What follows belongs to an exercise in optimizing a design on an open flow for small area, a short achievable clock period and few clock cycles per item; a production flow would make more cautious choices.
At most, simulation tests tie the RTL to the original design; equivalence was not proved.
No functional check of the RTL was part of runs 4 and 5.
Power figures rest on the tool's default switching activity, not on a simulated workload.

==> flow/design.v <==
package mac_pkg;
  function automatic logic [11:0] booth_enc(input logic [7:0] b);
    logic [8:0] bx;
    logic [11:0] e;
    bx = {b, 1'b0};
    for (int j = 0; j < 4; j++) begin
      e[3*j]     = bx[2*j+1] ^ bx[2*j];
      e[3*j + 1] = (bx[2*j+2] & ~bx[2*j+1] & ~bx[2*j]) | (~bx[2*j+2] & bx[2*j+1] & bx[2*j]);
      e[3*j + 2] = bx[2*j+2];
    end
    booth_enc = e;
  endfunction
endpackage
module mac_lane (
  input  logic        clk,
  input  logic        load_a,
  input  logic [7:0]  a_in,
  input  logic [11:0] benc,
  input  logic        load_p,
  input  logic        sat,
  input  logic        first,
  input  logic        en,
  output logic [15:0] acc,
  output logic        overflow
);
  logic [7:0] a;
  logic [8:0] x0, x1, x2, x3;
  logic [28:0] pr, pr_d;
  logic [15:0] acc_in;
  logic [16:0] pp, gg, cy, s;
  logic ov;
  logic s1;
  logic c2;
  logic s3;
  logic c4;
  logic s5;
  logic c6;
  logic s7;
  logic c8;
  logic s9;
  logic c10;
  logic s11;
  logic c12;
  logic s13;
  logic c14;
  logic s15;
  logic c16;
  logic s17;
  logic c18;
  logic s19;
  logic c20;
  logic s21;
  logic c22;
  logic s23;
  logic c24;
  logic s25;
  logic c26;
  logic s27;
  logic c28;
  logic s29;
  logic c30;
  logic s31;
  logic c32;
  logic s33;
  logic c34;
  logic s35;
  logic c36;
  logic s37;
  logic c38;
  logic s39;
  logic c40;
  logic s41;
  logic c42;
  logic s43;
  logic c44;
  logic s45;
  logic c46;
  logic s47;
  logic c48;
  logic s49;
  logic c50;
  logic s51;
  logic c52;
  logic s53;
  logic c54;
  logic s55;
  logic c56;
  logic s57;
  logic c58;
  logic s59;
  logic c60;
  logic s61;
  logic c62;
  logic s63;
  logic c64;
  logic s65;
  logic c66;
  logic s67;
  logic c68;
  logic s69;
  logic c70;
  logic s71;
  logic c72;
  logic s73;
  logic c74;
  logic s75;
  logic c76;
  logic s77;
  logic c78;
  logic G79;
  logic G80;
  logic P81;
  logic G82;
  logic P83;
  logic G84;
  logic P85;
  logic G86;
  logic P87;
  logic G88;
  logic P89;
  logic G90;
  logic P91;
  logic G92;
  logic P93;
  logic G94;
  logic G95;
  logic G96;
  logic P97;
  logic G98;
  logic P99;
  logic G100;
  logic P101;
  logic G102;
  logic P103;
  logic G104;
  logic P105;
  logic G106;
  logic P107;
  logic G108;
  logic G109;
  logic G110;
  logic G111;
  logic G112;
  logic P113;
  logic G114;
  logic P115;
  logic G116;
  logic P117;
  logic G118;
  logic P119;
  logic G120;
  logic G121;
  logic G122;
  logic G123;
  logic G124;
  logic G125;
  logic G126;
  logic G127;
  assign x0 = (({9{benc[0]}} & {a[7], a}) | ({9{benc[1]}} & {a, 1'b0})) ^ {9{benc[2]}};
  assign x1 = (({9{benc[3]}} & {a[7], a}) | ({9{benc[4]}} & {a, 1'b0})) ^ {9{benc[5]}};
  assign x2 = (({9{benc[6]}} & {a[7], a}) | ({9{benc[7]}} & {a, 1'b0})) ^ {9{benc[8]}};
  assign x3 = (({9{benc[9]}} & {a[7], a}) | ({9{benc[10]}} & {a, 1'b0})) ^ {9{benc[11]}};
  assign acc_in = first ? 16'd0 : acc;
  assign s1 = benc[11] ^ x0[6];
  assign c2 = benc[11] & x0[6];
  assign s3 = x0[7] ^ x1[5];
  assign c4 = x0[7] & x1[5];
  assign s5 = 1'b1 ^ ~x0[8] ^ x1[6];
  assign c6 = (1'b1 & ~x0[8]) | (1'b1 & x1[6]) | (~x0[8] & x1[6]);
  assign s7 = 1'b1 ^ x1[7];
  assign c8 = 1'b1 & x1[7];
  assign s9 = benc[8] ^ x0[4];
  assign c10 = benc[8] & x0[4];
  assign s11 = x0[5] ^ x1[3];
  assign c12 = x0[5] & x1[3];
  assign s13 = x1[4] ^ x2[2] ^ x3[0];
  assign c14 = (x1[4] & x2[2]) | (x1[4] & x3[0]) | (x2[2] & x3[0]);
  assign s15 = x2[3] ^ x3[1] ^ s3;
  assign c16 = (x2[3] & x3[1]) | (x2[3] & s3) | (x3[1] & s3);
  assign s17 = x2[4] ^ x3[2] ^ c4;
  assign c18 = (x2[4] & x3[2]) | (x2[4] & c4) | (x3[2] & c4);
  assign s19 = x2[5] ^ x3[3] ^ s7;
  assign c20 = (x2[5] & x3[3]) | (x2[5] & s7) | (x3[3] & s7);
  assign s21 = ~x1[8] ^ x2[6] ^ x3[4];
  assign c22 = (~x1[8] & x2[6]) | (~x1[8] & x3[4]) | (x2[6] & x3[4]);
  assign s23 = 1'b1 ^ x2[7];
  assign c24 = 1'b1 & x2[7];
  assign s25 = benc[5] ^ x0[2];
  assign c26 = benc[5] & x0[2];
  assign s27 = x0[3] ^ x1[1];
  assign c28 = x0[3] & x1[1];
  assign s29 = x1[2] ^ x2[0] ^ s9;
  assign c30 = (x1[2] & x2[0]) | (x1[2] & s9) | (x2[0] & s9);
  assign s31 = x2[1] ^ s11 ^ c10;
  assign c32 = (x2[1] & s11) | (x2[1] & c10) | (s11 & c10);
  assign s33 = s1 ^ c12 ^ s13;
  assign c34 = (s1 & c12) | (s1 & s13) | (c12 & s13);
  assign s35 = c2 ^ c14 ^ s15;
  assign c36 = (c2 & c14) | (c2 & s15) | (c14 & s15);
  assign s37 = s5 ^ c16 ^ s17;
  assign c38 = (s5 & c16) | (s5 & s17) | (c16 & s17);
  assign s39 = c6 ^ c18 ^ s19;
  assign c40 = (c6 & c18) | (c6 & s19) | (c18 & s19);
  assign s41 = c8 ^ s21 ^ c20;
  assign c42 = (c8 & s21) | (c8 & c20) | (s21 & c20);
  assign s43 = x3[5] ^ s23 ^ c22;
  assign c44 = (x3[5] & s23) | (x3[5] & c22) | (s23 & c22);
  assign s45 = ~x2[8] ^ x3[6] ^ c24;
  assign c46 = (~x2[8] & x3[6]) | (~x2[8] & c24) | (x3[6] & c24);
  assign s47 = 1'b1 ^ x3[7];
  assign c48 = 1'b1 & x3[7];
  assign s49 = pr[0] ^ pr[1];
  assign c50 = pr[0] & pr[1];
  assign s51 = pr[2] ^ acc_in[1];
  assign c52 = pr[2] & acc_in[1];
  assign s53 = pr[3] ^ pr[4] ^ acc_in[2];
  assign c54 = (pr[3] & pr[4]) | (pr[3] & acc_in[2]) | (pr[4] & acc_in[2]);
  assign s55 = pr[5] ^ pr[6] ^ acc_in[3];
  assign c56 = (pr[5] & pr[6]) | (pr[5] & acc_in[3]) | (pr[6] & acc_in[3]);
  assign s57 = pr[7] ^ pr[8] ^ acc_in[4];
  assign c58 = (pr[7] & pr[8]) | (pr[7] & acc_in[4]) | (pr[8] & acc_in[4]);
  assign s59 = pr[9] ^ pr[10] ^ acc_in[5];
  assign c60 = (pr[9] & pr[10]) | (pr[9] & acc_in[5]) | (pr[10] & acc_in[5]);
  assign s61 = pr[11] ^ pr[12] ^ acc_in[6];
  assign c62 = (pr[11] & pr[12]) | (pr[11] & acc_in[6]) | (pr[12] & acc_in[6]);
  assign s63 = pr[13] ^ pr[14] ^ acc_in[7];
  assign c64 = (pr[13] & pr[14]) | (pr[13] & acc_in[7]) | (pr[14] & acc_in[7]);
  assign s65 = pr[15] ^ pr[16] ^ acc_in[8];
  assign c66 = (pr[15] & pr[16]) | (pr[15] & acc_in[8]) | (pr[16] & acc_in[8]);
  assign s67 = pr[17] ^ pr[18] ^ acc_in[9];
  assign c68 = (pr[17] & pr[18]) | (pr[17] & acc_in[9]) | (pr[18] & acc_in[9]);
  assign s69 = pr[19] ^ pr[20] ^ acc_in[10];
  assign c70 = (pr[19] & pr[20]) | (pr[19] & acc_in[10]) | (pr[20] & acc_in[10]);
  assign s71 = pr[21] ^ pr[22] ^ acc_in[11];
  assign c72 = (pr[21] & pr[22]) | (pr[21] & acc_in[11]) | (pr[22] & acc_in[11]);
  assign s73 = pr[23] ^ pr[24] ^ acc_in[12];
  assign c74 = (pr[23] & pr[24]) | (pr[23] & acc_in[12]) | (pr[24] & acc_in[12]);
  assign s75 = pr[25] ^ pr[26] ^ acc_in[13];
  assign c76 = (pr[25] & pr[26]) | (pr[25] & acc_in[13]) | (pr[26] & acc_in[13]);
  assign s77 = pr[27] ^ pr[28] ^ acc_in[14];
  assign c78 = (pr[27] & pr[28]) | (pr[27] & acc_in[14]) | (pr[28] & acc_in[14]);
  assign pp[0] = (acc_in[0] ^ s49);
  assign gg[0] = (acc_in[0] & s49);
  assign pp[1] = (s51 ^ c50);
  assign gg[1] = (s51 & c50);
  assign pp[2] = (s53 ^ c52);
  assign gg[2] = (s53 & c52);
  assign pp[3] = (s55 ^ c54);
  assign gg[3] = (s55 & c54);
  assign pp[4] = (s57 ^ c56);
  assign gg[4] = (s57 & c56);
  assign pp[5] = (s59 ^ c58);
  assign gg[5] = (s59 & c58);
  assign pp[6] = (s61 ^ c60);
  assign gg[6] = (s61 & c60);
  assign pp[7] = (s63 ^ c62);
  assign gg[7] = (s63 & c62);
  assign pp[8] = (s65 ^ c64);
  assign gg[8] = (s65 & c64);
  assign pp[9] = (s67 ^ c66);
  assign gg[9] = (s67 & c66);
  assign pp[10] = (s69 ^ c68);
  assign gg[10] = (s69 & c68);
  assign pp[11] = (s71 ^ c70);
  assign gg[11] = (s71 & c70);
  assign pp[12] = (s73 ^ c72);
  assign gg[12] = (s73 & c72);
  assign pp[13] = (s75 ^ c74);
  assign gg[13] = (s75 & c74);
  assign pp[14] = (s77 ^ c76);
  assign gg[14] = (s77 & c76);
  assign pp[15] = (~acc_in[15] ^ c78);
  assign gg[15] = (~acc_in[15] & c78);
  assign pp[16] = 1'b1;
  assign gg[16] = 1'b0;
  assign G79 = gg[1] | (pp[1] & gg[0]);
  assign G80 = gg[3] | (pp[3] & gg[2]);
  assign P81 = pp[3] & pp[2];
  assign G82 = gg[5] | (pp[5] & gg[4]);
  assign P83 = pp[5] & pp[4];
  assign G84 = gg[7] | (pp[7] & gg[6]);
  assign P85 = pp[7] & pp[6];
  assign G86 = gg[9] | (pp[9] & gg[8]);
  assign P87 = pp[9] & pp[8];
  assign G88 = gg[11] | (pp[11] & gg[10]);
  assign P89 = pp[11] & pp[10];
  assign G90 = gg[13] | (pp[13] & gg[12]);
  assign P91 = pp[13] & pp[12];
  assign G92 = gg[15] | (pp[15] & gg[14]);
  assign P93 = pp[15] & pp[14];
  assign G94 = gg[2] | (pp[2] & G79);
  assign G95 = G80 | (P81 & G79);
  assign G96 = gg[6] | (pp[6] & G82);
  assign P97 = pp[6] & P83;
  assign G98 = G84 | (P85 & G82);
  assign P99 = P85 & P83;
  assign G100 = gg[10] | (pp[10] & G86);
  assign P101 = pp[10] & P87;
  assign G102 = G88 | (P89 & G86);
  assign P103 = P89 & P87;
  assign G104 = gg[14] | (pp[14] & G90);
  assign P105 = pp[14] & P91;
  assign G106 = G92 | (P93 & G90);
  assign P107 = P93 & P91;
  assign G108 = gg[4] | (pp[4] & G95);
  assign G109 = G82 | (P83 & G95);
  assign G110 = G96 | (P97 & G95);
  assign G111 = G98 | (P99 & G95);
  assign G112 = gg[12] | (pp[12] & G102);
  assign P113 = pp[12] & P103;
  assign G114 = G90 | (P91 & G102);
  assign P115 = P91 & P103;
  assign G116 = G104 | (P105 & G102);
  assign P117 = P105 & P103;
  assign G118 = G106 | (P107 & G102);
  assign P119 = P107 & P103;
  assign G120 = gg[8] | (pp[8] & G111);
  assign G121 = G86 | (P87 & G111);
  assign G122 = G100 | (P101 & G111);
  assign G123 = G102 | (P103 & G111);
  assign G124 = G112 | (P113 & G111);
  assign G125 = G114 | (P115 & G111);
  assign G126 = G116 | (P117 & G111);
  assign G127 = G118 | (P119 & G111);
  assign cy[0] = 1'b0;
  assign cy[1] = gg[0];
  assign cy[2] = G79;
  assign cy[3] = G94;
  assign cy[4] = G95;
  assign cy[5] = G108;
  assign cy[6] = G109;
  assign cy[7] = G110;
  assign cy[8] = G111;
  assign cy[9] = G120;
  assign cy[10] = G121;
  assign cy[11] = G122;
  assign cy[12] = G123;
  assign cy[13] = G124;
  assign cy[14] = G125;
  assign cy[15] = G126;
  assign cy[16] = G127;
  assign s = pp ^ cy;
  assign pr_d[0] = benc[2];   
  assign pr_d[1] = x0[0];   
  assign pr_d[2] = x0[1];   
  assign pr_d[3] = x1[0];   
  assign pr_d[4] = s25;   
  assign pr_d[5] = s27;   
  assign pr_d[6] = c26;   
  assign pr_d[7] = s29;   
  assign pr_d[8] = c28;   
  assign pr_d[9] = s31;   
  assign pr_d[10] = c30;   
  assign pr_d[11] = s33;   
  assign pr_d[12] = c32;   
  assign pr_d[13] = s35;   
  assign pr_d[14] = c34;   
  assign pr_d[15] = s37;   
  assign pr_d[16] = c36;   
  assign pr_d[17] = s39;   
  assign pr_d[18] = c38;   
  assign pr_d[19] = s41;   
  assign pr_d[20] = c40;   
  assign pr_d[21] = s43;   
  assign pr_d[22] = c42;   
  assign pr_d[23] = s45;   
  assign pr_d[24] = c44;   
  assign pr_d[25] = s47;   
  assign pr_d[26] = c46;   
  assign pr_d[27] = ~x3[8];   
  assign pr_d[28] = c48;   
  assign ov = s[16] ^ s[15];
  always_ff @(posedge clk) begin
    if (load_a) a <= a_in;
    if (load_p) pr <= pr_d;
    if (en) begin
      acc <= (ov && sat) ? {s[16], {15{~s[16]}}} : s[15:0];
      overflow <= (overflow && !first) || ov;
    end
  end
endmodule
module mac_array #(
  parameter int DATA_WIDTH = 8,
  parameter int ACC_WIDTH  = 16,
  parameter int NUM_LANES  = 8,
  parameter int VEC_LEN    = 8,
  parameter int SIGNED     = 1
) (
  input  logic                           clk,
  input  logic                           rst_n,
  input  logic                           clr,
  input  logic                           in_valid,
  output logic                           in_ready,
  input  logic [NUM_LANES*DATA_WIDTH-1:0] a_in,
  input  logic [DATA_WIDTH-1:0]          b_in,
  input  logic                           sat_en,
  output logic                           out_valid,
  input  logic                           out_ready,
  output logic [NUM_LANES*ACC_WIDTH-1:0] acc_out,
  output logic [NUM_LANES-1:0]           overflow,
  output logic                           busy
);
  logic [2:0] cnt;           
  logic v1, v2;              
  logic first1, last1, sat1;
  logic first2, last2, sat2;
  logic [11:0] benc;
  logic hold, accept, move, step;
  assign hold = out_valid && !out_ready;
  assign step = v2 && !hold;                  
  assign move = v1 && !(v2 && hold);          
  assign in_ready = !clr && !(v1 && v2 && hold);
  assign accept = in_valid && in_ready;
  assign busy = (cnt != 3'd0) || (v1 && last1) || (v2 && last2) || out_valid;
  always_ff @(posedge clk or negedge rst_n) begin
    if (!rst_n) begin
      cnt <= '0;
      v1 <= 1'b0;
      v2 <= 1'b0;
      out_valid <= 1'b0;
    end else if (clr) begin
      cnt <= '0;
      v1 <= 1'b0;
      v2 <= 1'b0;
      out_valid <= 1'b0;
    end else begin
      if (accept) cnt <= cnt + 1'b1;
      if (accept) v1 <= 1'b1;
      else if (move) v1 <= 1'b0;
      if (move) v2 <= 1'b1;
      else if (step) v2 <= 1'b0;
      if (step && last2) out_valid <= 1'b1;
      else if (out_valid && out_ready) out_valid <= 1'b0;
    end
  end
  always_ff @(posedge clk) begin
    if (accept) begin
      benc <= mac_pkg::booth_enc(b_in);
      sat1 <= sat_en;
      first1 <= (cnt == 3'd0);
      last1 <= (cnt == 3'd7);
    end
    if (move) begin
      sat2 <= sat1;
      first2 <= first1;
      last2 <= last1;
    end
  end
  for (genvar i = 0; i < NUM_LANES; i++) begin : g_lane
    mac_lane u_lane (
      .clk(clk),
      .load_a(accept),
      .a_in(a_in[i*DATA_WIDTH +: DATA_WIDTH]),
      .benc(benc),
      .load_p(move),
      .sat(sat2),
      .first(first2),
      .en(step),
      .acc(acc_out[i*ACC_WIDTH +: ACC_WIDTH]),
      .overflow(overflow[i])
    );
  end
endmodule
==> flow/run.sh <==
#!/bin/bash
# synth_recipe.tcl (not shown) runs the flow's synth.tcl, then flattens the netlist and writes it again
# the make line also repeats each setting of config.mk as NAME=value (left out here)
make -C /OpenROAD-flow-scripts/flow DESIGN_CONFIG=/design/flow/config.mk WORK_HOME=/design/flow/orfs CLKGATE_MAP_FILE= SYNTH_SCRIPT=/design/flow/synth_recipe.tcl finish
==> flow/config.mk <==
export PLATFORM = sky130hd
export DESIGN_NAME = mac_array
export DESIGN_NICKNAME = mac_array
export VERILOG_FILES = /design/flow/design.v
export SDC_FILE = /design/flow/constraint.sdc
export NUM_CORES = 4
export LEC_CHECK = 0
export CAP_MARGIN = 20
export CORE_MARGIN = 2
export CORE_UTILIZATION = 40
export SETUP_SLACK_MARGIN = 2.5
export SLEW_MARGIN = 20
==> flow/constraint.sdc <==
create_clock -name core_clock -period 6.0 [get_ports {clk}]
set_input_delay 1.2000 -clock core_clock [delete_from_list [all_inputs] [get_ports {clk}]]
set_output_delay 1.2000 -clock core_clock [all_outputs]
set_load 0.01 [all_outputs]
==> metrics.md, run 1 <==
| Metric | Value |
|---|---|
| Gpl congestion | 0.818 |
| Hold crit path type | reg2reg |
| CP Class | reg2reg |
| Later-pin clock latency in the skew report | 0.63 ns |
| Clk pin slew, worst setup/hold paths | about 0.060 ns |
| Port bufs | 216 |
| Starting DRC count in detailed routing | 1801 |
| Sequential Power Share | a little under a third |
| Worst slew margin | 19.2% |
| Hold Crit Start | first1$_DFFE_PP_ |
| # hold bufs at CTS | 0 |
| Hold Crit Depth | 0 |
| Commonest non-fill, non-tap cell in the layout | inv_1 |
| Reg-to-Reg Start | first2$_DFFE_PP_ |
| Worst reg2reg setup slack | around 2.2 ns |
| Ys async rst share | 1.34% |
| Clk sinks | between 400 and 500 |
| Final WL | 96300 microns |
| Final Hold Viols | 0 |
| TritonCTS clock tree | done |
| P_sw | 5.24 mW |
| Post-synth EDFFs | 443 |
| Place WS | 1.71 ns |
| Nets | 3821 |
| Final setup margin | ~2.2 ns |
| Most used DFF post-synth | edfxtp_1 |
| Top achievable clock speed | approximately 270 MHz |
| Hold Path End | first2$_DFFE_PP_ |
| CP Capture Type | flip-flop |
| WL per Instance | 21.8 microns |
| Most frequent cells in the layout | inv_1, edfxtp_1, xnor2_1 |
| Antenna violation net count after detailed routing | 0 |
| WP data arrival | 4.13 ns |
| Synth warn | 2 |
| Final Util | 51.2% |
| Unique cell type count in the Yosys netlist | between 60 and 70 |
| I/O pin count | 217 |
| Initial Utilization | 40.4% |
| Post-synthesis cell area | 33200 sq um |
| Switching Share | between 30% and 40% |
| Detail Placement HPWL | approximately 57000 microns |
| Initial DRT Pass Iterations | 5 |
| Setup_tns | 0 ns |
| First-pass GRT wire length | 145000 microns |
| Pwr/cell area | 347 nW/um^2 |
| Syn Inst Count | 3027 |
| Share of layout cells above drive strength 1 | 19.4% |
| # DRC | 0 |
| FP Rows | between 100 and 150 |
| Peak supply drop | between 200 and 300 uV |
| Die area | 85300 sq um |
| H-tree depth | 2 |
| DP Area | 36300 sq um |
| Via/cell ratio | 5.34 |
| Cells on worst reg2reg path | 15 |
| Clk root buf | clkbuf_16 |
| Core area | 82100 sq um |
| GRT overflow | 0 |
| Register area share after synthesis | 40.5% |
| Pint | approximately 9.4 mW |
| CTS Buffer Depth | 3 |
| Tot GR Track Use | around 22% |
| Min Clock Period, post-route | 3.77 ns |
| RSZ-0062 raised after global routing | true |
| Initial antenna violation count | 8 |
| Static leakage | 17.3 nW |
| Setup violators final | 0 |
| DR vias | 23600 |
| Design Power | 14.6 mW |
| Syn_nets | 3548 |
| Outcome | no timing/DRC/antenna violations |
| Syn avg cell area | 11.0 sq um |
| Fin. max-slew vios | 0 |
| Crit start category | flip-flop |
| Slew @ Worst Pin | 1.21 ns |
| Vias in the first global route | 24200 |
| Seq cells post-synth | 449 |
| Syn-to-layout area delta | 26.7% |
| Final worst path period share | between 60% and 70% |
| Die H | 292 microns |
| # placed instances | roughly 4100 |
| Max Cap Viol | 0 |
| Pin count of the biggest net entering global routing | 137 |
| Skew final | 0.0230 ns |
| Comb pwr share | 46.2% |
| CTS Buf Count | 54 |
| Post-Layout Cell Count | 4418 |
| CP required | 6.36 ns |
| Die width | 292 microns |
| Hold_ws | 0.416 ns |
| Finished Cell Area | between 40000 and 50000 sq um |
| Clock network fraction of total power | 23.5% |
| Filler Cells Inserted | 7155 |
| Crit-path max FO | 11 |
| Reg-to-reg endpoint | g_lane[6].u_lane.acc[9]$_DFFE_PP_ |
## cell type report
| type | count | area, sq um | area share, % |
|---|---|---|---|
| inverter | 497 | 1900 | 4.51 |
| sequential | 449 | 13500 | 32.0 |
| tap | 1070 | 1340 | 3.18 |
| timing repair buffer | 420 | 4460 | 10.6 |
| antenna | 3 | 7.51 | 0.0179 |
| clock buffer | 66 | 1460 | 3.47 |
| multi-input combinational | 1878 | 19100 | 45.4 |
| clock inverter | 35 | 355 | 0.845 |
## critical path, stage by stage, from the launching register on
cell	delay [ns]
edfxtp_1	0.42
buf_4	0.16
buf_6	0.12
buf_16	0.16
nor2b_4	0.12
fa_1	0.44
ha_1	0.28
and2_1	0.16
a221o_1	0.35
o31a_1	0.34
o2111ai_4	0.26
nand4_1	0.15
buf_6	0.18
buf_4	0.14
a21oi_1	0.16
nor2_1	0.07
## flip-flops by register name, summed over array words and instances (netlist names)
register	count
benc	12
cnt	3
first1	1
first2	1
g_lane.u_lane.a	64
g_lane.u_lane.acc	128
g_lane.u_lane.overflow	8
g_lane.u_lane.pr	225
last1	1
last2	1
out_valid	1
sat1	1
sat2	1
v1	1
v2	1
## logic make-up after synthesis
kind of cell    after synthesis  share of synthesized area [%]
flops                       449                           40.5
simple gates                448                           6.14
fa+ha+maj                   443                           22.3
buf+inv                     708                           8.39
xor+xnor                    380                           10.1
mux                           1                         0.0339
compound gates              598                           12.5
## worst max path at each step
stage | from | endpoint | cells after the start
after CTS | first2$_DFFE_PP_ | g_lane[6].u_lane.acc[2]$_DFFE_PP_ | 14
after detailed placement | first2$_DFFE_PP_ | g_lane[6].u_lane.acc[13]$_DFFE_PP_ | 13
final | first2$_DFFE_PP_ | g_lane[6].u_lane.acc[9]$_DFFE_PP_ | 15
after global placement | first2$_DFFE_PP_ | g_lane[6].u_lane.acc[13]$_DFFE_PP_ | 13
after floorplan | out_ready | first2$_DFFE_PP_ | 2
after global routing | first2$_DFFE_PP_ | g_lane[6].u_lane.acc[9]$_DFFE_PP_ | 15
## timing repair
action	CTS	global route
gates resized for setup	306	171
setup endpoints to repair	136	137
pin swaps	147	91
buffers inserted	114	36
cloned	23	2
## metal layers
metal,routed length (microns),vias up,global-route usage (%),part of all wire [%]
met3,6750,162,4.13,7.0
met4,3540,4,8.13,3.7
li1,-,10700,-,-
met5,26,-,0,0.027
met1,41700,11900,30.6,43
met2,44300,823,35.0,46
## Yosys cell counts, drive strengths merged, types with 39 or more instances
master	number	area, sq um
nand2	255	967
ha	195	2440
xor2	118	1050
buf	58	287
a21oi	129	657
inv	497	1870
edfxtp	443	13300
xnor2	262	2290
fa	248	4960
nor2	50	188
a22oi	224	1680
nor2b	39	244
clkbuf	153	633
o21ai	98	517
## power groups by stage
stage / Clock [mW] / Sequential, mW / Combinational (mW)
4_1_cts: 3.50 / 4.43 / 6.13
3_3_place_gp: 0 / 4.49 / 5.09
5_1_grt: 3.61 / 4.47 / 7.50
2_1_floorplan: 0 / 4.39 / 3.92
6_report: 3.43 / 4.43 / 6.75
3_5_place_dp: 0 / 4.48 / 5.17
Testbench counts, summed over its fixed seeds: cycles 3,096, vectors 384.
==> run 2, diff against run 1 <==
==> flow/flow/run.sh (new file) <==
#!/bin/bash
# Own layout flow: the standard layout (standard synthesis unchanged), with each port buffered
# by a buf_2 instead of the default delay-buffer cell. The make output goes to flow_make.log here.
set -euo pipefail
cd "$(dirname "$0")/.."
bash standard.sh 'BUFFER_PORTS_ARGS=-buffer_cell sky130_fd_sc_hd__buf_2' finish > flow_make.log 2>&1
==> flow/standard.sh (new file) <==
#!/bin/bash
# synth_recipe.tcl (not shown) runs the flow's synth.tcl, then flattens the netlist and writes it again
# the make line also repeats each setting of config.mk as NAME=value (left out here)
make -C /OpenROAD-flow-scripts/flow DESIGN_CONFIG=/design/flow/config.mk WORK_HOME=/design/flow/orfs CLKGATE_MAP_FILE= SYNTH_SCRIPT=/design/flow/synth_recipe.tcl "${@:-finish}"
removed: flow/run.sh
==> run 2 against run 1 <==
Critical path depth rose by 2. Setup slack improved by 0.028 ns. Critical endpoint is now g_lane[3].u_lane.acc[10]$_DFFE_PP_. Die area did not move. Area after synthesis did not move. Clock-buffer cell count fell by 2. Sequential power barely moved. Clock power barely moved. Non-clock buffer count fell by 9. Sequential share of layout area rose by 0.94 points. Routed wire length fell by 3.2%. Highest routed layer unchanged. Clock skew rose by 0.0061 ns. Hold slack got worse by 0.021 ns.
==> metrics.md, run 2 <==
| Metric | Value |
|---|---|
| Outcome | no timing/DRC/antenna violations |
| Clk pin slew, worst setup/hold paths | approximately 0.060 ns |
| Fin. max-slew vios | 0 |
| Final Hold Viols | 0 |
| Ys async rst share | 1.34% |
| WP data arrival | 4.22 ns |
| Final worst path period share | between 60% and 70% |
| Pint | ~9.2 mW |
| # DRC | 0 |
| Max Cap Viol | 0 |
| Most used DFF post-synth | edfxtp_1 |
| Register area share after synthesis | between 40% and 50% |
| Share of Yosys cell area claimed by the top area cell type | 40.1% |
| Biggest regs | g_lane.u_lane.pr (225), g_lane.u_lane.acc (128), g_lane.u_lane.a (64) |
| Most instantiated library cell after synthesis | inv_1 |
| Syn Inst Count | 3027 |
| Syn-to-layout area delta | 23.1% |
| Later-pin clock latency in the skew report | approximately 0.63 ns |
| Design Power | ~14 mW |
| Syn_nets | about 3500 |
| Largest stage delay on the critical path | 0.52 ns |
| First-pass GRT wire length | 141000 microns |
| Detail Placement HPWL | 56800 microns |
| Initial antenna violation count | 7 |
| Final setup margin | 2.26 ns |
| P_sw | 5.18 mW |
| Commonest non-fill, non-tap cell in the layout | inv_1 |
| Largest register FFs | roughly 230 |
| H-tree depth | 2 |
| CP Class | reg2reg |
| CTS Buffer Depth | 3 |
| Die area | 85300 sq um |
| Clk sinks | 449 |
| Static leakage | approximately 17 nW |
| Pin count of the biggest net entering global routing | roughly 140 |
| Hold_ws | 0.395 ns |
| WL per Instance | approximately 21 microns |
| Pwr/cell area | around 350 nW/um^2 |
| Vias in the first global route | 23600 |
| I/O pin count | approximately 220 |
| RSZ-0062 raised after global routing | true |
| CP Capture Type | flip-flop |
| Initial DRT Pass Iterations | 6 |
| Die H | 292 microns |
| Final WL | 93200 microns |
| Syn avg cell area | 11.0 sq um |
| # hold bufs at CTS | 0 |
| Seq cells post-synth | approximately 450 |
| Starting DRC count in detailed routing | 1688 |
| Skew final | 0.0291 ns |
| Worst slew margin | between 20% and 30% |
| Via/cell ratio | 5.33 |
| Clk root buf | clkbuf_16 |
| Most frequent cells in the layout | inv_1, edfxtp_1, xnor2_1 |
| Tot GR Track Use | between 20% and 30% |
| Gpl congestion | just over 0.8 |
| CP Cell Sequence | bufinv_16, buf_16, buf_12, nand2_4, fa_1, inv_2, ha_4, a211o_1, buf_6, a21oi_4, o31ai_4, buf_4, a41oi_4, xnor2_2, nand3_2, buf_6, a21oi_2 |
| Slew @ Worst Pin | 1.07 ns |
| Setup_tns | 0 ns |
| Crit start category | flip-flop |
| Top reg by flops | g_lane.u_lane.pr |
| Initial Utilization | 40.4% |
| Setup violators final | 0 |
| Min Clock Period, post-route | 3.74 ns |
| Post-synthesis cell area | 33200 sq um |
| Switching Share | 35.9% |
| Crit path max-delay cell type | fa_1 |
| TritonCTS clock tree | done |
| DR vias | 23500 |
| Post-synth EDFFs | 443 |
| Synth area leader | edfxtp_1 |
| Share of layout cells above drive strength 1 | 25.3% |
| Peak supply drop | between 200 and 250 uV |
| Top achievable clock speed | 267 MHz |
| Comb pwr share | between 40% and 50% |
| Unique cell type count in the Yosys netlist | 66 |
| Synth top cells by count | inv_1, edfxtp_1, xnor2_1 |
| CP required | approximately 6.5 ns |
| FP Rows | 105 |
| GRT overflow | 0 |
| Clock network fraction of total power | a little under a quarter |
| Sequential Power Share | 30.7% |
| Hold crit path type | in2async |
| CTS Buf Count | 56 |
| Synth top area cells | edfxtp_1, fa_1, ha_1 |
| Place WS | ~1.6 ns |
| Antenna violation net count after detailed routing | 0 |
| Most used cell, CP | buf_6 |
| Filler Cells Inserted | about 7300 |
| Die width | 292 microns |
| Core area | 82100 sq um |
| Synth warn | 2 |
| Port bufs | 216 |
| Crit-path max FO | 7 |
| Nets | 3817 |
[run 2: final cells by class]
type | count | area [sq um] | area share, %
Tap cell | 1070 | 1340 | 3.28
Clock inverter | 36 | 368 | 0.900
Sequential cell | 449 | 13500 | 32.9
Clock buffer | 64 | 1450 | 3.56
Antenna cell | 2 | 5.00 | 0.0122
Multi-Input combinational cell | 1877 | 19000 | 46.5
Timing Repair inverter | 4 | 75.1 | 0.184
Timing Repair Buffer | 411 | 3290 | 8.06
Inverter | 497 | 1900 | 4.64
[run 2: kinds of logic after synthesis]
family	after synthesis	share of synthesized area (%)
AO/OA/AOI/OAI	598	12.5
XOR/XNOR	380	10.1
adder cells (fa/ha/maj)	443	22.3
buffers and inverters	708	8.39
flip-flops	449	40.5
multiplexers	1	0.0339
AND/OR/NAND/NOR	448	6.14
[run 2: power groups by stage]
stage / logic (mW) / clock network (mW) / registers, mW
floorplan: 3.92 / 0 / 4.39
global placement: 4.94 / 0 / 4.48
detailed placement: 5.04 / 0 / 4.48
CTS: 5.93 / 3.51 / 4.42
global route: 7.29 / 3.62 / 4.46
finish: 6.55 / 3.43 / 4.43
[run 2: stage by stage]
| stage | utilization, % | std cells | area (sq um) |
|---|---|---|---|
| 3_3_place_gp | 42.8 | 4134 | 35200 |
| 3_5_place_dp | 42.8 | 4134 | 35200 |
| 6_report | 49.8 | 4410 | 40900 |
| 2_1_floorplan | - | 3027 | 33500 |
| 4_1_cts | 48.3 | 4367 | 39700 |
| 5_1_grt | 49.8 | 4408 | 40900 |
[run 2: final timing paths]
check                                  from                                 end  slack (ns)  cells after the start
min                                   rst_n               out_valid$_DFFE_PN0P_        0.40                      1
min in group core_clock      sat1$_DFFE_PP_                      sat2$_DFFE_PP_        0.42                      0
min reg2reg                  sat1$_DFFE_PP_                      sat2$_DFFE_PP_        0.42                      0
max in group asynchronous             rst_n                  cnt[1]$_DFFE_PN0P_        5.46                      1
max                        first2$_DFFE_PP_  g_lane[3].u_lane.acc[10]$_DFFE_PP_        2.26                     17
max reg2reg                first2$_DFFE_PP_  g_lane[3].u_lane.acc[10]$_DFFE_PP_        2.26                     17
[run 2: repair_timing]
| item | 4_1_cts | 5_1_grt |
|---|---|---|
| gates cloned | 17 | 6 |
| resized for setup | 269 | 195 |
| pin swaps | 117 | 85 |
| endpoints found under the setup margin | 136 | 136 |
| setup buffers | 116 | 35 |
| endpoints found under the hold margin | 0 | 0 |
[run 2: per-layer routing]
layer / vias to the layer above / wire length [microns] / global-route usage (%)
met5: - / 27 / 0
met4: 4 / 2860 / 5.88
met3: 143 / 7260 / 3.72
met2: 854 / 43200 / 33.9
met1: 11800 / 39900 / 29.9
li1: 10700 / - / -
[run 2: worst max-delay path, delay by kind of cell, from the launching register on]
kind                     cells  cell delay (ns)
flip-flops                   1             0.45
AND/OR/NAND/NOR              2             0.20
buffers and inverters        7             1.08
adder cells (fa/ha/maj)      2             0.73
XOR/XNOR                     1             0.16
AO/OA/AOI/OAI                5             0.94
==> run 3, diff against run 2 <==
--- a/flow/config.mk
+++ b/flow/config.mk
@@ -8,5 +8,5 @@
 export CAP_MARGIN = 20
 export CORE_MARGIN = 2
 export CORE_UTILIZATION = 40
-export SETUP_SLACK_MARGIN = 2.5
+export SETUP_SLACK_MARGIN = 3.0
 export SLEW_MARGIN = 20
==> run 3 against run 2 <==
Clock power hardly changed. Non-clock buffer count is 47 lower. Clock-buffer cell count is 1 lower. Still clean. Design area is 1.8% lower. Critical endpoint is now g_lane[4].u_lane.acc[4]$_DFFE_PP_. First-iteration DRC count is 3.3% higher. Largest cell class unchanged.
==> metrics.md, run 3 <==
| Metric | Value |
|---|---|
| Outcome | no timing/DRC/antenna violations |
| CP Capture Type | flip-flop |
| Crit-path max FO | 8 |
| Biggest regs | g_lane.u_lane.pr (225), g_lane.u_lane.acc (128), g_lane.u_lane.a (64) |
| GRT overflow | 0 |
| Pin count of the biggest net entering global routing | 140 |
| I/O pin count | between 200 and 250 |
| Worst slew margin | around 36% |
| RSZ-0062 raised after global routing | true |
| Hold_ws | 0.407 ns |
| Slew @ Worst Pin | 0.956 ns |
| Initial Utilization | 40.4% |
| Antenna violation net count after detailed routing | 0 |
| Setup violators final | 0 |
| H-tree depth | 2 |
| Crit path max-delay cell type | fa_1 |
| Tot GR Track Use | 20.9% |
| Buffers & Inverters on Critical Path | 5 |
| Fin. max-slew vios | 0 |
| DP Area | roughly 36000 sq um |
| Finished Cell Area | 40100 sq um |
| Die width | 292 microns |
| Clk root buf | clkbuf_16 |
| Clk sinks | 449 |
| Later-pin clock latency in the skew report | slightly above 0.6 ns |
| Peak supply drop | around 240 uV |
| TritonCTS clock tree | done |
| Post-synthesis cell area | 33200 sq um |
| Synth warn | 2 |
| Unique cell type count in the Yosys netlist | 66 |
| Top reg by flops | g_lane.u_lane.pr |
| CP delay by family, top | compound AO/OA/AOI/OAI gates |
| Final Hold Viols | 0 |
| CP Cell Sequence | buf_12, buf_12, inv_12, nand2_2, fa_1, inv_2, ha_4, and2_4, a221o_1, o31a_1, o2111ai_2, nand4_1, buf_6, a21oi_2, a21oi_1 |
| Nets | approximately 3800 |
| Seq cells post-synth | 449 |
| Clk pin slew, worst setup/hold paths | 0.06 ns |
| Register area share after synthesis | about two fifths |
| Setup_tns | 0 ns |
| Ys async rst share | 1.34% |
| CTS Buffer Depth | 3 |
| Max Cap Viol | 0 |
| Hold crit path type | in2async |
| Synth area leader | edfxtp_1 |
| Vias in the first global route | 22900 |
| Pwr/cell area | 355 nW/um^2 |
| Top achievable clock speed | ~280 MHz |
| Place WS | ~1.5 ns |
| Die H | between 200 and 300 microns |
| Min Clock Period, post-route | 3.60 ns |
| Post-synth EDFFs | approximately 440 |
| Final Util | between 40% and 50% |
| Most used DFF post-synth | edfxtp_1 |
| # placed instances | slightly above 4000 |
| Syn Inst Count | 3027 |
| Gpl congestion | 0.847 |
| CP Class | reg2reg |
| Port bufs | 216 |
| Synth top area cells | edfxtp_1, fa_1, ha_1 |
| Largest stage delay on the critical path | 0.49 ns |
| Syn avg cell area | around 11 sq um |
| Largest register FFs | 225 |
| Static leakage | ~17 nW |
| Diodes inserted | 0 |
| Die area | between 80000 and 90000 sq um |
| Skew final | 0.0159 ns |
| Post-Layout Cell Count | 4365 |
| CP required | 6.35 ns |
| Final worst path period share | around 60% |
| Most frequent cells in the layout | inv_1, edfxtp_1, xnor2_1 |
| Core area | 82100 sq um |
| Commonest non-fill, non-tap cell in the layout | inv_1 |
| Initial DRT Pass Iterations | 6 |
| Syn_nets | about 3500 |
| Final WL | 92300 microns |
| DR vias | 22900 |
| Synth top cells by count | inv_1, edfxtp_1, xnor2_1 |
| Share of Yosys cell area claimed by the top area cell type | about two fifths |
| Detail Placement HPWL | 58100 microns |
| # hold bufs at CTS | 0 |
| Starting DRC count in detailed routing | 1743 |
| Most used cell, CP | buf_12 |
| Share of layout cells above drive strength 1 | between 20% and 30% |
| Final setup margin | about 2.4 ns |
| Initial antenna violation count | 3 |
| Via/cell ratio | 5.25 |
| Design Power | 14.2 mW |
| Syn-to-layout area delta | 20.9% |
| FP Rows | about 110 |
| WL per Instance | 21.2 microns |
| WP data arrival | 3.95 ns |
| # DRC | 0 |
| Most instantiated library cell after synthesis | inv_1 |
| First-pass GRT wire length | roughly 140000 microns |
| Crit start category | flip-flop |
| CTS Buf Count | 55 |
[run 3: cell count changes in the layout (fill, tap and decap cells not counted), sizes merged]
cell	previous run	this run
buf	409	361
clkinv	23	30
inv	501	498
diode	2	0
a21o	35	36
[run 3: area by class of cell]
cell class                      count  area (sq um)
Clock buffer                       63          1450
Tap cell                         1070          1340
Inverter                          497          1900
Sequential cell                   449         13500
Timing Repair Buffer              364          2640
Timing Repair inverter              7           118
Fill cell                        7298         42000
Multi-Input combinational cell   1878         18800
Clock inverter                     37           387
[run 3: final timing paths]
check / start / to / slack [ns] / depth (start not counted)
worst max-delay path: first2$_DFFE_PP_ / g_lane[4].u_lane.acc[4]$_DFFE_PP_ / 2.40 / 15
worst min-delay path: rst_n / out_valid$_DFFE_PN0P_ / 0.41 / 1
worst max register to register: first2$_DFFE_PP_ / g_lane[4].u_lane.acc[4]$_DFFE_PP_ / 2.40 / 15
worst min register to register: sat1$_DFFE_PP_ / sat2$_DFFE_PP_ / 0.42 / 0
max in group asynchronous: rst_n / cnt[2]$_DFFE_PN0P_ / 5.45 / 1
min in group core_clock: sat1$_DFFE_PP_ / sat2$_DFFE_PP_ / 0.42 / 0
[run 3: where the power goes]
part	internal (mW)	switching [mW]	leakage, nW	total [mW]
Sequential	4.18	0.242	4.25	4.42
Combinational	2.88	3.47	11.8	6.35
Clock	2.06	1.39	0.899	3.45
[run 3: cells by family after synthesis]
kind of cell | share of synthesized area (%)
AO/OA/AOI/OAI | 12.5
XOR/XNOR | 10.1
adder cells (fa/ha/maj) | 22.3
buffers and inverters | 8.39
flip-flops | 40.5
multiplexers | 0.0339
AND/OR/NAND/NOR | 6.14
[run 3: what timing repair did]
action	in CTS	in global routing
pin swaps	28	66
endpoints found under the setup margin	220	149
gates cloned	16	7
setup buffers	52	53
gates resized for setup	120	182
[run 3: worst reg2reg max path, delay by kind of cell (launching register included)]
| family | cells | cell delay [ns] |
|---|---|---|
| compound gates | 5 | 1.06 |
| buf+inv | 5 | 0.75 |
| fa+ha+maj | 2 | 0.70 |
| simple gates | 3 | 0.42 |
| flops | 1 | 0.41 |
[run 3: per-layer routing]
layer	global-route usage (%)	wire, microns	vias to the layer above
li1	-	-	10600
met3	3.20	6030	124
met4	4.92	2330	2
met2	33.1	42300	729
met5	0	16	-
met1	30.2	41600	11500
==> run 4, diff against run 3 <==
--- a/flow/design.v
+++ b/flow/design.v
@@ -11,7 +11,9 @@
     booth_enc = e;
   endfunction
 endpackage
-module mac_lane (
+module mac_lane #(
+  parameter bit INV = 1'b0    
+) (
   input  logic        clk,
   input  logic        load_a,
   input  logic [7:0]  a_in,
@@ -24,11 +26,14 @@
   output logic        overflow
 );
   logic [7:0] a;
+  logic [11:0] be;
+  logic fi;
   logic [8:0] x0, x1, x2, x3;
   logic [28:0] pr, pr_d;
   logic [15:0] acc_in;
   logic [16:0] pp, gg, cy, s;
-  logic ov;
+  logic ov, ov0, ov1, ovs;
+  logic [15:0] acc_d;
   logic s1;
   logic c2;
   logic s3;
@@ -156,21 +161,23 @@
   logic G125;
   logic G126;
   logic G127;
-  assign x0 = (({9{benc[0]}} & {a[7], a}) | ({9{benc[1]}} & {a, 1'b0})) ^ {9{benc[2]}};
-  assign x1 = (({9{benc[3]}} & {a[7], a}) | ({9{benc[4]}} & {a, 1'b0})) ^ {9{benc[5]}};
-  assign x2 = (({9{benc[6]}} & {a[7], a}) | ({9{benc[7]}} & {a, 1'b0})) ^ {9{benc[8]}};
-  assign x3 = (({9{benc[9]}} & {a[7], a}) | ({9{benc[10]}} & {a, 1'b0})) ^ {9{benc[11]}};
-  assign acc_in = first ? 16'd0 : acc;
-  assign s1 = benc[11] ^ x0[6];
-  assign c2 = benc[11] & x0[6];
+  assign x0 = (({9{be[0]}} & {a[7], a}) | ({9{be[1]}} & {a, 1'b0})) ^ {9{be[2]}};
+  assign x1 = (({9{be[3]}} & {a[7], a}) | ({9{be[4]}} & {a, 1'b0})) ^ {9{be[5]}};
+  assign x2 = (({9{be[6]}} & {a[7], a}) | ({9{be[7]}} & {a, 1'b0})) ^ {9{be[8]}};
+  assign x3 = (({9{be[9]}} & {a[7], a}) | ({9{be[10]}} & {a, 1'b0})) ^ {9{be[11]}};
+  assign be = benc ^ {12{INV}};
+  assign fi = first ^ INV;
+  assign acc_in = fi ? 16'd0 : acc;
+  assign s1 = be[11] ^ x0[6];
+  assign c2 = be[11] & x0[6];
   assign s3 = x0[7] ^ x1[5];
   assign c4 = x0[7] & x1[5];
   assign s5 = 1'b1 ^ ~x0[8] ^ x1[6];
   assign c6 = (1'b1 & ~x0[8]) | (1'b1 & x1[6]) | (~x0[8] & x1[6]);
   assign s7 = 1'b1 ^ x1[7];
   assign c8 = 1'b1 & x1[7];
-  assign s9 = benc[8] ^ x0[4];
-  assign c10 = benc[8] & x0[4];
+  assign s9 = be[8] ^ x0[4];
+  assign c10 = be[8] & x0[4];
   assign s11 = x0[5] ^ x1[3];
   assign c12 = x0[5] & x1[3];
   assign s13 = x1[4] ^ x2[2] ^ x3[0];
@@ -185,8 +192,8 @@
   assign c22 = (~x1[8] & x2[6]) | (~x1[8] & x3[4]) | (x2[6] & x3[4]);
   assign s23 = 1'b1 ^ x2[7];
   assign c24 = 1'b1 & x2[7];
-  assign s25 = benc[5] ^ x0[2];
-  assign c26 = benc[5] & x0[2];
+  assign s25 = be[5] ^ x0[2];
+  assign c26 = be[5] & x0[2];
   assign s27 = x0[3] ^ x1[1];
   assign c28 = x0[3] & x1[1];
   assign s29 = x1[2] ^ x2[0] ^ s9;
@@ -340,7 +347,7 @@
   assign cy[15] = G126;
   assign cy[16] = G127;
   assign s = pp ^ cy;
-  assign pr_d[0] = benc[2];   
+  assign pr_d[0] = be[2];   
   assign pr_d[1] = x0[0];   
   assign pr_d[2] = x0[1];   
   assign pr_d[3] = x1[0];   
@@ -369,13 +376,17 @@
   assign pr_d[26] = c46;   
   assign pr_d[27] = ~x3[8];   
   assign pr_d[28] = c48;   
-  assign ov = s[16] ^ s[15];
+  assign ov0 = pp[16] ^ gg[15] ^ pp[15];
+  assign ov1 = pp[16] ^ (gg[15] | pp[15]) ^ ~pp[15];
+  assign ov = cy[15] ? ov1 : ov0;
+  assign ovs = ov && sat;
+  assign acc_d = ovs ? {~s[15], {15{s[15]}}} : s[15:0];
   always_ff @(posedge clk) begin
     if (load_a) a <= a_in;
     if (load_p) pr <= pr_d;
     if (en) begin
-      acc <= (ov && sat) ? {s[16], {15{~s[16]}}} : s[15:0];
-      overflow <= (overflow && !first) || ov;
+      acc <= acc_d;
+      overflow <= (overflow && !fi) || ov;
     end
   end
 endmodule
@@ -404,38 +415,56 @@
   logic v1, v2;              
   logic first1, last1, sat1;
   logic first2, last2, sat2;
-  logic [11:0] benc;
+  logic first2_n;            
+  logic [11:0] benc, benc_n;   
+  logic [11:0] benc_d;
+  assign benc_d = mac_pkg::booth_enc(b_in);
   logic hold, accept, move, step;
+  logic blk;                 
+  logic v1_n, v2_n, ov_n;
   assign hold = out_valid && !out_ready;
   assign step = v2 && !hold;                  
   assign move = v1 && !(v2 && hold);          
-  assign in_ready = !clr && !(v1 && v2 && hold);
+  assign in_ready = !clr && !(blk && !out_ready);
   assign accept = in_valid && in_ready;
   assign busy = (cnt != 3'd0) || (v1 && last1) || (v2 && last2) || out_valid;
+  always_comb begin
+    v1_n = v1;
+    v2_n = v2;
+    ov_n = out_valid;
+    if (clr) begin
+      v1_n = 1'b0;
+      v2_n = 1'b0;
+      ov_n = 1'b0;
+    end else begin
+      if (accept) v1_n = 1'b1;
+      else if (move) v1_n = 1'b0;
+      if (move) v2_n = 1'b1;
+      else if (step) v2_n = 1'b0;
+      if (step && last2) ov_n = 1'b1;
+      else if (out_valid && out_ready) ov_n = 1'b0;
+    end
+  end
   always_ff @(posedge clk or negedge rst_n) begin
     if (!rst_n) begin
       cnt <= '0;
       v1 <= 1'b0;
       v2 <= 1'b0;
       out_valid <= 1'b0;
-    end else if (clr) begin
-      cnt <= '0;
-      v1 <= 1'b0;
-      v2 <= 1'b0;
-      out_valid <= 1'b0;
+      blk <= 1'b0;
     end else begin
-      if (accept) cnt <= cnt + 1'b1;
-      if (accept) v1 <= 1'b1;
-      else if (move) v1 <= 1'b0;
-      if (move) v2 <= 1'b1;
-      else if (step) v2 <= 1'b0;
-      if (step && last2) out_valid <= 1'b1;
-      else if (out_valid && out_ready) out_valid <= 1'b0;
+      if (clr) cnt <= '0;
+      else if (accept) cnt <= cnt + 1'b1;
+      v1 <= v1_n;
+      v2 <= v2_n;
+      out_valid <= ov_n;
+      blk <= v1_n && v2_n && ov_n;
     end
   end
   always_ff @(posedge clk) begin
     if (accept) begin
-      benc <= mac_pkg::booth_enc(b_in);
+      benc <= benc_d;
+      benc_n <= ~benc_d;
       sat1 <= sat_en;
       first1 <= (cnt == 3'd0);
       last1 <= (cnt == 3'd7);
@@ -443,18 +472,24 @@
     if (move) begin
       sat2 <= sat1;
       first2 <= first1;
+      first2_n <= !first1;
       last2 <= last1;
     end
   end
   for (genvar i = 0; i < NUM_LANES; i++) begin : g_lane
-    mac_lane u_lane (
+    localparam bit INVL = (i >= NUM_LANES / 2);
+    logic [11:0] lane_benc;
+    logic lane_first;
+    assign lane_benc = INVL ? benc_n : benc;
+    assign lane_first = INVL ? first2_n : first2;
+    mac_lane #(.INV(INVL)) u_lane (
       .clk(clk),
       .load_a(accept),
       .a_in(a_in[i*DATA_WIDTH +: DATA_WIDTH]),
-      .benc(benc),
+      .benc(lane_benc),
       .load_p(move),
       .sat(sat2),
-      .first(first2),
+      .first(lane_first),
       .en(step),
       .acc(acc_out[i*ACC_WIDTH +: ACC_WIDTH]),
       .overflow(overflow[i])
==> run 4 against run 3 <==
Register-to-register slack lost 0.02 ns. Clock-buffer cell count grew 5. Area after synthesis grew 1.5%. Fmax shrank 0.59%. Combinational power shrank 8.8%. Critical path depth shrank 2. Design area grew 5.6%. Hold slack lost 0.010 ns. Via count grew 5.1%. Critical endpoint is now g_lane[7].u_lane.acc[10]$_DFFE_PP_. Largest cell class unchanged. Largest power group unchanged.
==> metrics.md, run 4 <==
| Metric | Value |
|---|---|
| Outcome | no timing/DRC/antenna violations |
| Top reg by flops | g_lane.u_lane.pr |
| Highest metal used | met5 |
| Setup crit end | g_lane[7].u_lane.acc[10]$_DFFE_PP_ |
| WP data arrival | about 4.0 ns |
| Reg-to-reg endpoint | g_lane[7].u_lane.acc[10]$_DFFE_PP_ |
| FP Rows | 106 |
| Crit start category | flip-flop |
| Worst slew margin | about a quarter |
| Share of layout cells above drive strength 1 | between 20% and 30% |
| Share of Yosys cell area claimed by the top area cell type | 40.7% |
| Initial antenna violation count | 5 |
| Die area | 86600 sq um |
| Die width | between 200 and 300 microns |
| Pint | around 9 mW |
| Final worst path period share | 60.4% |
| Starting DRC count in detailed routing | 1775 |
| Largest register FFs | 226 |
| GRT overflow | 0 |
| Syn-to-layout area delta | 25.8% |
| Clk sinks | between 400 and 500 |
| Syn Inst Count | 3046 |
| Vias in the first global route | approximately 24000 |
| Clk pin slew, worst setup/hold paths | 0.06 ns |
| Unique cell type count in the Yosys netlist | 84 |
| Pwr/cell area | 322 nW/um^2 |
| Hold crit path type | in2async |
| Largest stage delay on the critical path | around 0.44 ns |
| Buffers & Inverters on Critical Path | 3 |
| Switching Share | 34.3% |
| CP Class | reg2reg |
| Synth top area cells | edfxtp_1, fa_1, ha_1 |
| Setup violators final | 0 |
| P_sw | 4.69 mW |
| CP Cell Sequence | buf_12, buf_12, nand2_4, fa_1, inv_2, ha_4, a21o_1, a221o_2, o21ai_4, o2111ai_4, a21oi_4, mux2_4, a21o_1 |
| Synth warn | 3 |
| Detail Placement HPWL | 57700 microns |
| Nets | 3931 |
| Clk root buf | clkbuf_16 |
| Pin count of the biggest net entering global routing | about 140 |
| Syn_nets | around 3600 |
| Most instantiated library cell after synthesis | inv_1 |
| Slew @ Worst Pin | 1.13 ns |
| H-tree depth | 2 |
| Final Util | 50.7% |
| Via/cell ratio | 5.32 |
| Initial DRT Pass Iterations | 5 |
| Syn avg cell area | 11.1 sq um |
| Clock network fraction of total power | 25.7% |
| First-pass GRT wire length | 142000 microns |
| Tot GR Track Use | 21.0% |
| Setup_tns | 0 ns |
| Static leakage | 17.4 nW |
| Filler Cells Inserted | 7280 |
| CTS Buf Count | 56 |
| Comb pwr share | 42.4% |
| Synth area leader | edfxtp_1 |
| Most frequent cells in the layout | inv_1, edfxtp_1, xnor2_1 |
| CP delay by family, top | compound AO/OA/AOI/OAI gates |
| Fin. max-slew vios | 0 |
| TritonCTS clock tree | done |
| M1 wire length | 39600 microns |
| DR vias | 24100 |
| Synth top cells by count | inv_1, edfxtp_1, xnor2_1 |
| Crit path max-delay cell type | edfxtp_1 |
| Core area | 83600 sq um |
| Skew final | between 0.015 and 0.02 ns |
| Met3 WL | 5380 microns |
| Port bufs | about 220 |
| Seq cells post-synth | between 400 and 500 |
| Routed length on met2 | about 44000 microns |
| WL per Instance | 20.3 microns |
| Levels on crit path | 13 |
| Sequential Power Share | a little under a third |
| # DRC | 0 |
| Gpl congestion | between 0.8 and 0.9 |
| Post-synth EDFFs | approximately 460 |
| Final Hold Viols | 0 |
| Commonest non-fill, non-tap cell in the layout | inv_1 |
| Later-pin clock latency in the skew report | roughly 0.64 ns |
| Biggest regs | g_lane.u_lane.pr (226), g_lane.u_lane.acc (128), g_lane.u_lane.a (64) |
| Die H | 294 microns |
| Peak supply drop | 229 uV |
| Reg-to-Reg Start | first2_n$_DFFE_PP_ |
| Cells on worst reg2reg path | 13 |
| Hold_ws | 0.397 ns |
| Post-synthesis cell area | 33700 sq um |
| Worst reg2reg setup slack | 2.37 ns |
| CP required | 6.40 ns |
| Initial Utilization | 40.3% |
| Critical Path Source | first2_n$_DFFE_PP_ |
| Top achievable clock speed | 276 MHz |
| Crit-path max FO | 8 |
| Max Cap Viol | 0 |
| Min Clock Period, post-route | roughly 3.6 ns |
| RSZ-0062 raised after global routing | true |
| CTS Buffer Depth | 3 |
| Register area share after synthesis | between 40% and 50% |
| Diodes inserted | 0 |
| I/O pin count | 217 |
| Ys async rst share | 1.51% |
| Antenna violation net count after detailed routing | 0 |
| Final WL | 91900 microns |
| Most used DFF post-synth | edfxtp_1 |
| CP Capture Type | flip-flop |
[run 4: area by class of cell]
| class | instances | area (sq um) | share of cell area [%] |
|---|---|---|---|
| clock buffers | 68 | 1450 | 3.41 |
| clock inverters | 33 | 392 | 0.924 |
| inverters | 527 | 1990 | 4.69 |
| multi-input cells | 1902 | 19700 | 46.4 |
| flip-flops and latches | 464 | 13900 | 32.8 |
| well taps | 1080 | 1350 | 3.19 |
| repair buffers | 451 | 3620 | 8.54 |
[run 4: power by group through the flow]
stage,clock network [mW],logic [mW],registers (mW)
6_report,3.51,5.79,4.36
5_1_grt,3.70,6.40,4.39
4_1_cts,3.60,5.22,4.37
3_5_place_dp,0,4.22,4.43
3_3_place_gp,0,4.15,4.43
2_1_floorplan,0,3.22,4.39
[run 4: logic make-up after synthesis]
family | Yosys count | share of synthesized area (%)
fa+ha+maj | 451 | 22.3
xor+xnor | 365 | 9.49
simple gates | 459 | 6.72
mux | 14 | 0.438
buf+inv | 687 | 7.87
compound gates | 606 | 11.9
flops | 464 | 41.3
[run 4: worst min path at each step]
stage | startpoint | to | slack (ns) | cells past startpoint
after floorplan | sat1$_DFFE_PP_ | sat2$_DFFE_PP_ | 0.40 | 0
after global placement | sat1$_DFFE_PP_ | sat2$_DFFE_PP_ | 0.42 | 0
after detailed placement | sat1$_DFFE_PP_ | sat2$_DFFE_PP_ | 0.42 | 0
after CTS | rst_n | cnt[1]$_DFFE_PN0P_ | 0.35 | 1
after global routing | rst_n | cnt[1]$_DFFE_PN0P_ | 0.37 | 1
final | rst_n | blk$_DFF_PN0_ | 0.40 | 1
[run 4: stage by stage]
stage	cells	power (mW)	cell area, sq um	setup slack, ns
final	4525	13.7	42400	2.37
after global routing	4525	14.5	42400	2.31
after CTS	4475	13.2	41200	2.43
after detailed placement	4216	8.65	36000	1.52
after global placement	4215	8.58	36000	1.58
after floorplan	3046	7.60	34000	0.346
[run 4: worst register-to-register path: stages, from the launching register on]
cell and delay, ns:
edfxtp_1 0.44, buf_12 0.18, buf_12 0.14, nand2_4 0.05, fa_1 0.42, inv_2 0.10
ha_4 0.19, a21o_1 0.18, a221o_2 0.43, o21ai_4 0.20, o2111ai_4 0.16, a21oi_4 0.30
mux2_4 0.40, a21o_1 0.20
[run 4: routing by layer]
layer / track usage [%] / vias up
li1: - / 11000
met1: 28.8 / 12100
met2: 34.5 / 762
met3: 3.10 / 195
met4: 5.97 / 10
met5: 0 / -
[run 4: timing repair]
action | in CTS | in global routing
gates cloned | 17 | 5
hold buffers | 0 | 0
setup endpoints to repair | 182 | 141
buffers inserted | 141 | 44
pin swaps | 127 | 121
gates resized for setup | 378 | 147
==> run 5, diff against run 4 <==
--- a/flow/design.v
+++ b/flow/design.v
@@ -31,8 +31,10 @@
   logic [8:0] x0, x1, x2, x3;
   logic [28:0] pr, pr_d;
   logic [15:0] acc_in;
-  logic [16:0] pp, gg, cy, s;
+  logic [16:0] pp, gg, cy, s, row0, row1;
   logic ov, ov0, ov1, ovs;
+  logic [15:0] wacc;        
+  logic pend, psgn;         
   logic [15:0] acc_d;
   logic s1;
   logic c2;
@@ -168,6 +170,7 @@
   assign be = benc ^ {12{INV}};
   assign fi = first ^ INV;
   assign acc_in = fi ? 16'd0 : acc;
+  assign acc = pend ? {psgn, {15{~psgn}}} : wacc;
   assign s1 = be[11] ^ x0[6];
   assign c2 = be[11] & x0[6];
   assign s3 = x0[7] ^ x1[5];
@@ -376,16 +379,15 @@
   assign pr_d[26] = c46;   
   assign pr_d[27] = ~x3[8];   
   assign pr_d[28] = c48;   
-  assign ov0 = pp[16] ^ gg[15] ^ pp[15];
-  assign ov1 = pp[16] ^ (gg[15] | pp[15]) ^ ~pp[15];
-  assign ov = cy[15] ? ov1 : ov0;
-  assign ovs = ov && sat;
-  assign acc_d = ovs ? {~s[15], {15{s[15]}}} : s[15:0];
+  assign ov = s[16] ^ s[15];
+  assign acc_d = s[15:0];
   always_ff @(posedge clk) begin
     if (load_a) a <= a_in;
     if (load_p) pr <= pr_d;
     if (en) begin
-      acc <= acc_d;
+      wacc <= acc_d;
+      pend <= ov && sat;
+      psgn <= s[16];
       overflow <= (overflow && !fi) || ov;
     end
   end
==> run 5 against run 4 <==
Largest power group unchanged. Design area decreased by 0.74%. Setup slack gained 0.20 ns. Cell count increased by 0.13%. Sequential cell count is 16 higher. Non-clock buffer count rose by 14. First-iteration DRC count decreased by 8.1%. Hold slack got worse by 0.0027 ns. Utilization is 0.35 points higher. Global-route usage shrank 1.1 points. Clock skew rose by 0.049 ns. Still clean on timing, DRC and antenna. Synthesized cell count down 0.62%. Critical path depth is 1 higher.
==> metrics.md, run 5 <==
| Metric | Value |
|---|---|
| Pwr/cell area | 302 nW/um^2 |
| Static leakage | 18.2 nW |
| Initial DRT Pass Iterations | 5 |
| Most frequent cells in the layout | inv_1, edfxtp_1, xnor2_1 |
| Synth top area cells | edfxtp_1, fa_1, xnor2_1 |
| Clock network fraction of total power | 28.6% |
| Die width | 293 microns |
| Synth top cells by count | inv_1, edfxtp_1, xnor2_1 |
| Core area | a little over 80000 sq um |
| Worst slew margin | 48.3% |
| Tot GR Track Use | 19.9% |
| Share of Yosys cell area claimed by the top area cell type | 42.5% |
| Gpl congestion | 0.833 |
| Die H | 293 microns |
| FP Rows | 105 |
| GRT overflow | 0 |
| Antenna violation net count after detailed routing | 0 |
| Reg area | 14400 sq um |
| Comb pwr share | around 37% |
| Commonest non-fill, non-tap cell in the layout | inv_1 |
| CTS Buffer Depth | 3 |
| Pin count of the biggest net entering global routing | 120 |
| P_sw | 4.12 mW |
| Nets | 3929 |
| Synth warn | 3 |
| Initial Utilization | 40.5% |
| Synth area leader | edfxtp_1 |
| Seq cells post-synth | 480 |
| Fin. max-slew vios | 0 |
| Max Cap Viol | 0 |
| TritonCTS clock tree | done |
| Biggest regs | g_lane.u_lane.pr (226), g_lane.u_lane.wacc (128), g_lane.u_lane.a (64) |
| Unique cell type count in the Yosys netlist | between 50 and 60 |
| I/O pin count | 217 |
| Outcome | no timing/DRC/antenna violations |
| Starting DRC count in detailed routing | 1631 |
| Filler Cells Inserted | 7188 |
| Port bufs | around 220 |
| Crit-path max FO | 8 |
| Share of layout cells above drive strength 1 | 26.2% |
| DR vias | 23000 |
| Peak supply drop | 237 uV |
| Register area share after synthesis | 43.1% |
| Setup_tns | 0 ns |
| Sequential Power Share | 34.8% |
| Syn avg cell area | 11.0 sq um |
| Crit start category | flip-flop |
| Syn Inst Count | 3027 |
| H-tree depth | 2 |
| Vias in the first global route | roughly 23000 |
| Top reg by flops | g_lane.u_lane.pr |
| Hold crit path type | in2async |
| # DRC | 0 |
| Syn-to-layout area delta | 25.9% |
| Post-synth EDFFs | 473 |
| CTS Buf Count | 58 |
| Most used DFF post-synth | edfxtp_1 |
| WL per Instance | between 15 and 20 microns |
| Crit path max-delay cell type | fa_1 |
| Most instantiated library cell after synthesis | inv_1 |
| Via/cell ratio | between 5 and 6 |
| Final worst path period share | 57.2% |
| Syn_nets | 3548 |
| Finished Cell Area | 42100 sq um |
| CP Class | reg2reg |
| Setup violators final | 0 |
| Final WL | a little under 90000 microns |
| Clk pin slew, worst setup/hold paths | roughly 0.06 ns |
| CP required | 6.38 ns |
| Top achievable clock speed | 292 MHz |
| Switching Share | 32.5% |
| WP data arrival | 3.81 ns |
| Ys async rst share | 1.46% |
| Largest stage delay on the critical path | 0.46 ns |
| DP Area | 35700 sq um |
| Final Hold Viols | 0 |
| CP Capture Type | flip-flop |
| Detail Placement HPWL | 56200 microns |
| Post-synthesis cell area | approximately 33000 sq um |
| Pint | 8.57 mW |
| # hold bufs at CTS | 0 |
| Clk root buf | clkbuf_16 |
| Die area | ~86000 sq um |
| Skew final | 0.0661 ns |
| Initial antenna violation count | 6 |
| Min Clock Period, post-route | 3.43 ns |
| Later-pin clock latency in the skew report | approximately 0.67 ns |
| Largest register FFs | 226 |
| First-pass GRT wire length | 132000 microns |
| Area of the multi-input gates | 18200 sq um |
| Slew @ Worst Pin | approximately 0.77 ns |
| CP Cell Sequence | bufinv_16, buf_12, buf_12, and2_4, fa_1, ha_1, a21o_1, a21oi_2, nand2_1, and2_4, o21ai_2, nand2b_1, fa_2, xor2_2 |
| Worst reg2reg setup slack | ~2.6 ns |
| RSZ-0062 raised after global routing | true |
| Clk sinks | 480 |
==> run 5: metal layers <==
layer / up-vias / GRT usage (%) / wire length [microns]
met5: - / 0 / 57
met4: 8 / 6.27 / 2560
met3: 153 / 3.71 / 5460
met2: 649 / 32.3 / 41300
met1: 11400 / 27.0 / 37600
li1: 10700 / - / -
==> run 5: final cells by class <==
class,instances,area share (%)
timing repair inverter,5,0.152
tap,1070,3.18
timing repair buffer,465,8.69
multi-input combinational,1742,43.2
sequential,480,34.2
clock buffer,70,3.56
antenna,3,0.0178
inverter,656,5.94
clock inverter,40,1.09
==> run 5: timing repair <==
item,4_1_cts,5_1_grt
pin swaps,120,124
endpoints found under the setup margin,306,155
setup buffers,144,60
gates cloned,13,1
resized for setup,423,229
==> run 5: cells by family (layout without fill, tap and decap cells) <==
logic type / Yosys count / after routing / share of synthesized area (%)
AOI/OAI and AO/OA: 539 / 539 / 10.2
xor gates and xnor gates: 375 / 375 / 9.83
adders and majority gates: 443 / 443 / 22.2
buffers and inverters: 808 / 1236 / 9.25
DFF: 480 / 480 / 43.1
muxes: 14 / 14 / 0.446
other: 0 / 3 / 0
and+or+nand+nor: 368 / 371 / 5.07
==> run 5: power groups by stage <==
stage	Sequential (mW)	Clock [mW]	Combinational (mW)
final	4.41	3.62	4.65
after detailed placement	4.51	0	3.48
after global routing	4.44	3.85	5.18
after CTS	4.42	3.72	4.19
after global placement	4.50	0	3.42
after floorplan	4.44	0	2.62
==> run 5: final timing paths <==
path	depth (start not counted)	endpoint	from
worst max-delay path	14	g_lane[0].u_lane.wacc[9]$_DFFE_PP_	first2$_DFFE_PP_
min in group core_clock	0	sat2$_DFFE_PP_	sat1$_DFFE_PP_
worst min register to register	0	sat2$_DFFE_PP_	sat1$_DFFE_PP_
worst min-delay path	1	blk$_DFF_PN0_	rst_n
max in group asynchronous	1	cnt[2]$_DFFE_PN0P_	rst_n
worst max register to register	14	g_lane[0].u_lane.wacc[9]$_DFFE_PP_	first2$_DFFE_PP_
==> run 5: stage by stage <==
step	cells	hold slack (ns)	setup slack [ns]	total power, mW	util (%)
detailed placement	4200	0.407	1.72	7.99	43.3
floorplan	3027	0.400	0.346	7.06	-
finish	4531	0.394	2.57	12.7	51.1
global placement	4200	0.404	1.79	7.92	43.3
CTS	4467	0.367	2.64	12.3	49.2
global route	4529	0.375	2.49	13.5	51.1
==> run 5: critical path, delay by kind of cell, from the launching register on <==
family / cells / cell delay (ns)
fa+ha+maj: 3 / 1.15
simple gates: 4 / 0.52
compound gates: 3 / 0.48
buf+inv: 3 / 0.45
flops: 1 / 0.40
xor+xnor: 1 / 0.16

static timing again, ports no longer ideal:
The results above use ideal ports. As a check the final layouts listed here were re-extracted and re-timed, cells and wires unchanged. Step 1: set_driving_cell puts a clkbuf_16 on clk and a buf_2 on each other input, an assumption about the parent block. Step 2 adds t to the input delays and takes it off the output delays; t is the mean of the earliest and latest rising clock arrival at the registers after step 1. Input paths then give back, and output paths get back, about the clock's delay inside the block. Slacks: no drivers / after step 1 / after step 2; pairs: no drivers / after step 1.
| run | t (ns) | slack for setup (ns) | worst hold slack (ns) | latest minus earliest clock arrival (ns) | worst register clock-pin slew, ns |
|---|---|---|---|---|---|
| run 1 | 0.680 | 2.232 / 2.232 / 2.194 | 0.416 / 0.416 / 0.416 | 0.027 / 0.027 | 0.07 / 0.07 |
| run 2 | 0.674 | 2.260 / 2.260 / 2.220 | 0.395 / 0.353 / 0.420 | 0.029 / 0.029 | 0.06 / 0.06 |
| run 3 | 0.669 | 2.395 / 2.395 / 2.395 | 0.407 / 0.363 / 0.421 | 0.016 / 0.016 | 0.06 / 0.06 |
| run 4 | 0.704 | 2.374 / 2.374 / 2.374 | 0.397 / 0.361 / 0.428 | 0.021 / 0.021 | 0.06 / 0.06 |
| run 5 | 0.700 | 2.570 / 2.570 / 2.554 | 0.394 / 0.351 / 0.421 | 0.069 / 0.070 | 0.07 / 0.07 |
After both steps every run listed still meets setup and hold. For run 2, which loses most, drivers alone change the setup slack by 0.000 ns; drivers and shift together by -0.040 ns.
